This is an optimization exercise on Yosys and OpenROAD, whose aim is small area and a short achievable clock period, not a production implementation. RTL that was checked went through simulation tests only; none was proved equivalent to the original. No activity file was given, so power comes from the tool's default toggle rates.

oak:
// conv_window_reader
module conv_window_reader #(
  parameter int MAX_OUTST = 4
) (
  input  logic               clk_i,
  input  logic               rst_i,
  input  logic               start_i,
  input  logic [31:0]        base_i,
  input  logic [31:0]        iw_i,
  input  logic [31:0]        ih_i,
  input  logic [31:0]        k_i,
  output logic               mem_req_o,
  output logic [31:0]        mem_addr_o,
  input  logic               mem_gnt_i,
  input  logic               mem_rvalid_i,
  output logic signed [31:0] loop_i_o,
  output logic signed [31:0] loop_j_o,
  output logic signed [31:0] loop_wi_o,
  output logic signed [31:0] loop_wj_o,
  output logic               out_valid_o,
  output logic               busy_o,
  output logic               done_o
);
For scale: about 300 I/O pins.
Settings: LEC_CHECK=0, CAP_MARGIN=20, CORE_MARGIN=2, CORE_UTILIZATION=65, CTS_BUF_LIST=sky130_fd_sc_hd__clkbuf_8, SLEW_MARGIN=20; clock period 17.0 ns.
standard.sh (not shown) runs the stock make flow with config.mk's settings and CLKGATE_MAP_FILE= SYNTH_SCRIPT=/design/flow/synth_recipe.tcl, a recipe that flattens the netlist after the stock synthesis.
==> flow/flow/run.sh <==
#!/bin/bash
set -euo pipefail
bash standard.sh \
  "BUFFER_PORTS_ARGS=-buffer_cell sky130_fd_sc_hd__buf_1" \
  "SETUP_SLACK_MARGIN=${SETUP_MARGIN_NS:-9.8}" \
  finish > standard_flow.log 2>&1
Relative to oak, the following input files were edited for pine:
diff --git a/flow/design.v b/flow/design.v
--- a/flow/design.v
+++ b/flow/design.v
@@ -67,77 +67,35 @@
   assign start_acc = idle && start_i;
   assign cfg_zero  = (iw_i[9:0] == '0) || (ih_i[9:0] == '0) || (k_i[3:0] == '0);
   assign mem_req_o = run && (cnt_q != CNT_MAX);
   assign push      = mem_req_o && mem_gnt_i;
   assign pop       = mem_rvalid_i && (cnt_q != '0);
   assign out_valid_o = pop;
   assign busy_o    = st_busy;
   assign done_o    = !st_busy && st_b;
-  function automatic logic [29:0] add30bk(input logic [29:0] a, input logic [29:0] b);
-    logic [29:0] g, p, x;
-    x = a ^ b;
-    g = a & b;
-    p = x;
-    for (int d = 1; d < 30; d = d * 2) begin
-      for (int n = 2 * d - 1; n < 30; n = n + 2 * d) begin
-        g[n] = g[n] | (p[n] & g[n-d]);
-        p[n] = p[n] & p[n-d];
-      end
-    end
-    for (int d = 8; d >= 1; d = d / 2) begin
-      for (int n = 3 * d - 1; n < 30; n = n + 2 * d) begin
-        g[n] = g[n] | (p[n] & g[n-d]);
-        p[n] = p[n] & p[n-d];
-      end
-    end
-    add30bk = x ^ {g[28:0], 1'b0};
-  endfunction
-  function automatic logic [31:0] add32bk(input logic [31:0] a, input logic [31:0] b);
-    logic [31:0] g, p, x;
-    x = a ^ b;
-    g = a & b;
-    p = x;
-    for (int d = 1; d < 32; d = d * 2) begin
-      for (int n = 2 * d - 1; n < 32; n = n + 2 * d) begin
-        g[n] = g[n] | (p[n] & g[n-d]);
-        p[n] = p[n] & p[n-d];
-      end
-    end
-    for (int d = 8; d >= 1; d = d / 2) begin
-      for (int n = 3 * d - 1; n < 32; n = n + 2 * d) begin
-        g[n] = g[n] | (p[n] & g[n-d]);
-        p[n] = p[n] & p[n-d];
-      end
-    end
-    add32bk = x ^ {g[30:0], 1'b0};
-  endfunction
-  logic [29:0] asum;
-  assign asum = add30bk(base_q[31:2], {10'b0, t_q & {20{!pad_q}}});
-  assign mem_addr_o = {asum, base_q[1:0]};
+  assign mem_addr_o = base_q + {10'b0, (t_q & {20{!pad_q}}), 2'b00};
   logic lw, lh, li, lj, last_tap;
   assign lw = (wp_q == km1_q);
   assign lh = (hp_q == km1_q);
   assign li = (dx_q == 10'd1);
   assign lj = (dy_q == 10'd1);
   assign last_tap = lw && lh && li && lj;
   logic [19:0] wp_inc, hp_inc, dx_dec, dy_dec, w_inc, c2, t_add, t_sum;
   assign wp_inc = inc20({16'b0, wp_q});
   assign hp_inc = inc20({16'b0, hp_q});
   assign dx_dec = dec20({10'b0, dx_q});
   assign dy_dec = dec20({10'b0, dy_q});
   assign w_inc  = inc20(w_q);
   assign c2     = add20({10'b0, iw_q}, {16'hffff, ~km1_q}, 1'b1);
   assign t_add  = lw ? c2 : 20'd1;
-  logic [31:0] t_sum32;
-  assign t_sum32 = add32bk({12'b0, t_q}, {12'b0, t_add});
-  assign t_sum = t_sum32[19:0];
+  assign t_sum  = add20(t_q, t_add, 1'b0);
   logic [3:0]  wp_n, hp_n;
   logic [9:0]  dx_n, dy_n;
-  logic        fc_n, fr_n, pad_n, ypad_n, ypad_q;
+  logic        fc_n, fr_n, pad_n;
   logic [19:0] t_n, w_n;
   always_comb begin
     wp_n = wp_inc[3:0];
     hp_n = hp_q;
     dx_n = dx_q;
     dy_n = dy_q;
     fc_n = fc_q;
     fr_n = fr_q;
@@ -155,48 +113,43 @@
         if (li) begin
           fc_n = 1'b1;
           dx_n = iw_q;
           fr_n = 1'b0;
           dy_n = dy_dec[9:0];
         end
       end
     end
-    ypad_n = ypad_q;
-    if (!lw)      pad_n = ypad_q || ({6'b0, wp_q} >= dx_q);
-    else if (!lh) begin ypad_n = ({6'b0, hp_q} >= dy_q); pad_n = fc_q || ypad_n; end
-    else if (!li) begin ypad_n = fr_q; pad_n = fr_q; end
-    else          begin ypad_n = 1'b0; pad_n = 1'b1; end
+    pad_n = (fc_n && wp_n == '0) || (fr_n && hp_n == '0) ||
+            ({6'b0, wp_n} > dx_n) || ({6'b0, hp_n} > dy_n);
   end
   always_ff @(posedge clk_i) begin
     if (start_acc) begin
       base_q <= base_i;
       iw_q   <= iw_i[9:0];
       km1_q  <= k_i[3:0] - 4'd1;
       wp_q   <= '0;
       hp_q   <= '0;
       dx_q   <= iw_i[9:0];
       dy_q   <= ih_i[9:0];
       fc_q   <= 1'b1;
       fr_q   <= 1'b1;
       t_q    <= ~{10'b0, iw_i[9:0]};             
       w_q    <= ~{10'b0, iw_i[9:0]};
       pad_q  <= 1'b1;
-      ypad_q <= 1'b1;
     end else if (push) begin
       wp_q  <= wp_n;
       hp_q  <= hp_n;
       dx_q  <= dx_n;
       dy_q  <= dy_n;
       fc_q  <= fc_n;
       fr_q  <= fr_n;
       t_q   <= t_n;
       w_q   <= w_n;
       pad_q <= pad_n;
-      ypad_q <= ypad_n;
     end
   end
   logic [19:0] rwi_inc, rwj_inc, ri_inc, rj_inc;
   assign rwi_inc = inc20({15'b0, rwi_q});
   assign rwj_inc = inc20({15'b0, rwj_q});
   assign ri_inc  = inc20({10'b0, ri_q});
   assign rj_inc  = inc20({10'b0, rj_q});
   always_ff @(posedge clk_i) begin
### Flow results
- Delta(via count, pine - oak) > 0
- Re global-route track usage on met2: oak was lower than pine.
- Against oak as the reference, pine delivers a higher final period utilization.
- Compared with oak, pine shows synthesized cell count higher by about 5%.
- Lower peak per-stage delay on the critical path was reported by oak, not pine.
- Looking at synthesized area across oak and pine, the one that comes out lower is oak.
- Compared with oak, pine shows a routed metal-1 wire length that is about 5% higher.
- On final critical path time including I/O delays and setup, the higher figure sits with pine, not oak.
- On number of placed I/O pins, pine tracks oak almost exactly.
- Taking oak as the reference, in pine number of gates resized after CTS went up by 8; first-pass iteration count of the detailed router went up by 1.
- Looking at register area, pine sits about 0.55% lower than oak does.
- Final cell area: pine above oak
Function not checked in pine: the RTL went through the layout flow alone.


conv_window_reader again, from the RTL that the note above started with.
Design conv_window_reader, start of the top module:
module conv_window_reader #(
  parameter int MAX_OUTST = 4
) (
  input  logic               clk_i,
  input  logic               rst_i,
  input  logic               start_i,
  input  logic [31:0]        base_i,
  input  logic [31:0]        iw_i,
  input  logic [31:0]        ih_i,
  input  logic [31:0]        k_i,
  output logic               mem_req_o,
  output logic [31:0]        mem_addr_o,
  input  logic               mem_gnt_i,
  input  logic               mem_rvalid_i,
  output logic signed [31:0] loop_i_o,
  output logic signed [31:0] loop_j_o,
  output logic signed [31:0] loop_wi_o,
  output logic signed [31:0] loop_wj_o,
  output logic               out_valid_o,
  output logic               busy_o,
  output logic               done_o
);
export LEC_CHECK = 0
export CAP_MARGIN = 20
export CORE_MARGIN = 2
export CORE_UTILIZATION = 80
export CTS_BUF_LIST = sky130_fd_sc_hd__clkbuf_8
export SLEW_MARGIN = 20
create_clock -name core_clock -period 17.0 [get_ports {clk_i}]
==> flow/flow/run.sh <==
#!/bin/bash
set -euo pipefail
bash standard.sh \
  "BUFFER_PORTS_ARGS=-buffer_cell sky130_fd_sc_hd__buf_1" \
  "SETUP_SLACK_MARGIN=${SETUP_MARGIN_NS:-9.9}" \
  "SKIP_REPAIR_TIE_FANOUT=1" \
  "CTS_ARGS=-sink_clustering_enable -repair_clock_nets -buf_list sky130_fd_sc_hd__clkbuf_8 -sink_clustering_size 30 -sink_clustering_max_diameter 120 -sink_clustering_levels 1" \
  finish > standard_flow.log 2>&1
The starting point produced a clean layout.
Change:
--- a/flow/design.v
+++ b/flow/design.v
@@ -110,62 +110,59 @@
     end
     add32bk = x ^ {g[30:0], 1'b0};
   endfunction
   logic [29:0] asum;
   assign asum = add30bk(base_q[31:2], {10'b0, t_q & {20{!pad_q}}});
   assign mem_addr_o = {asum, base_q[1:0]};
   logic lw, lh, li, lj, last_tap;
   assign lw = (wp_q == km1_q);
   assign lh = (hp_q == km1_q);
   assign li = (dx_q == 10'd1);
   assign lj = (dy_q == 10'd1);
   assign last_tap = lw && lh && li && lj;
-  logic [19:0] wp_inc, hp_inc, dx_dec, dy_dec, w_inc, c2, t_add, t_sum;
-  assign wp_inc = inc20({16'b0, wp_q});
-  assign hp_inc = inc20({16'b0, hp_q});
-  assign dx_dec = dec20({10'b0, dx_q});
-  assign dy_dec = dec20({10'b0, dy_q});
-  assign w_inc  = inc20(w_q);
-  assign c2     = add20({10'b0, iw_q}, {16'hffff, ~km1_q}, 1'b1);
-  assign t_add  = lw ? c2 : 20'd1;
+  logic [19:0] wp_inc, dx_dec, c2m1, t_a, t_b, t_sum;
+  assign wp_inc = inc20({16'b0, lw ? hp_q : wp_q});
+  assign dx_dec = dec20({10'b0, li ? dy_q : dx_q});
+  assign c2m1   = add20({10'b0, iw_q}, {16'hffff, ~km1_q}, 1'b0);    
+  assign t_a    = (lw && lh) ? w_q : t_q;
+  assign t_b    = (lw && !lh) ? c2m1 : 20'd0;
   logic [31:0] t_sum32;
-  assign t_sum32 = add32bk({12'b0, t_q}, {12'b0, t_add});
-  assign t_sum = t_sum32[19:0];
+  assign t_sum32 = add32bk({11'b0, t_a, 1'b1}, {11'b0, t_b, 1'b1});
+  assign t_sum = t_sum32[20:1];
   logic [3:0]  wp_n, hp_n;
   logic [9:0]  dx_n, dy_n;
   logic        fc_n, fr_n, pad_n, ypad_n, ypad_q;
   logic [19:0] t_n, w_n;
   always_comb begin
     wp_n = wp_inc[3:0];
     hp_n = hp_q;
     dx_n = dx_q;
     dy_n = dy_q;
     fc_n = fc_q;
     fr_n = fr_q;
     w_n  = w_q;
     t_n  = t_sum;
     if (lw) begin
       wp_n = '0;
-      hp_n = hp_inc[3:0];
+      hp_n = wp_inc[3:0];
       if (lh) begin
         hp_n = '0;
-        w_n  = w_inc;
-        t_n  = w_inc;
+        w_n  = t_sum;
         fc_n = 1'b0;
         dx_n = dx_dec[9:0];
         if (li) begin
           fc_n = 1'b1;
           dx_n = iw_q;
           fr_n = 1'b0;
-          dy_n = dy_dec[9:0];
+          dy_n = dx_dec[9:0];
         end
       end
     end
     ypad_n = ypad_q;
     if (!lw)      pad_n = ypad_q || ({6'b0, wp_q} >= dx_q);
     else if (!lh) begin ypad_n = ({6'b0, hp_q} >= dy_q); pad_n = fc_q || ypad_n; end
     else if (!li) begin ypad_n = fr_q; pad_n = fr_q; end
     else          begin ypad_n = 1'b0; pad_n = 1'b1; end
   end
   always_ff @(posedge clk_i) begin
     if (start_acc) begin
       base_q <= base_i;
What happened: Hold slack is better by 28 ps. Core utilization rose by 1.7 points. Sequential power rose by about 2%. Setup slack is better by 15 ps. Design area fell by about 1.8%. Flip-flop and latch count does not change. Sequential share of layout area rose by 0.69 points. Cell count fell by about 5.5%. Synthesized area fell by about 2.8%. Count of clock-buffer cells in the layout is unchanged. Via count rose by about 0.6%. Clock skew rose by 7.5 ps.
For the second run of this note, only the layout was checked, not whether the RTL still works.

-- what the ideal ports hide --
Ports are ideal in the flow. The routed layouts listed here were re-timed in OpenROAD.
Step 1 (the two cells are an assumption about what drives the block):
set clk [get_ports {clk_i}]
set_driving_cell -lib_cell sky130_fd_sc_hd__clkbuf_16 $clk
set_driving_cell -lib_cell sky130_fd_sc_hd__buf_2 [delete_from_list [all_inputs] $clk]
Step 2 times the ports against the registers' clock, not the clock port: input delays grow and output delays shrink by t, the midpoint of the rising clock arrivals with the driver on.
a / b / c = no drivers / after step 1 / after step 2; a / b = the first two.
| run | shift t [ns] | setup slack, ns | hold slack, ns | pins driven straight from the clock port |
|---|---|---|---|---|
| oak | 0.500 | 9.831 / 9.800 / 9.800 | 0.474 / 0.474 / 0.474 | 1 |
| pine | 0.508 | 8.668 / 8.668 / 8.668 | 0.475 / 0.475 / 0.475 | 1 |
| the first run of note 2 | 0.498 | 9.847 / 9.816 / 9.816 | 0.477 / 0.477 / 0.477 | 1 |
| the second run of note 2 | 0.506 | 9.862 / 9.821 / 9.821 | 0.505 / 0.505 / 0.505 | 1 |
After both steps every run listed still meets setup and hold. The setup slack of the second run of note 2, which loses most, moves by -0.041 ns with the drivers and by -0.041 ns with both steps.
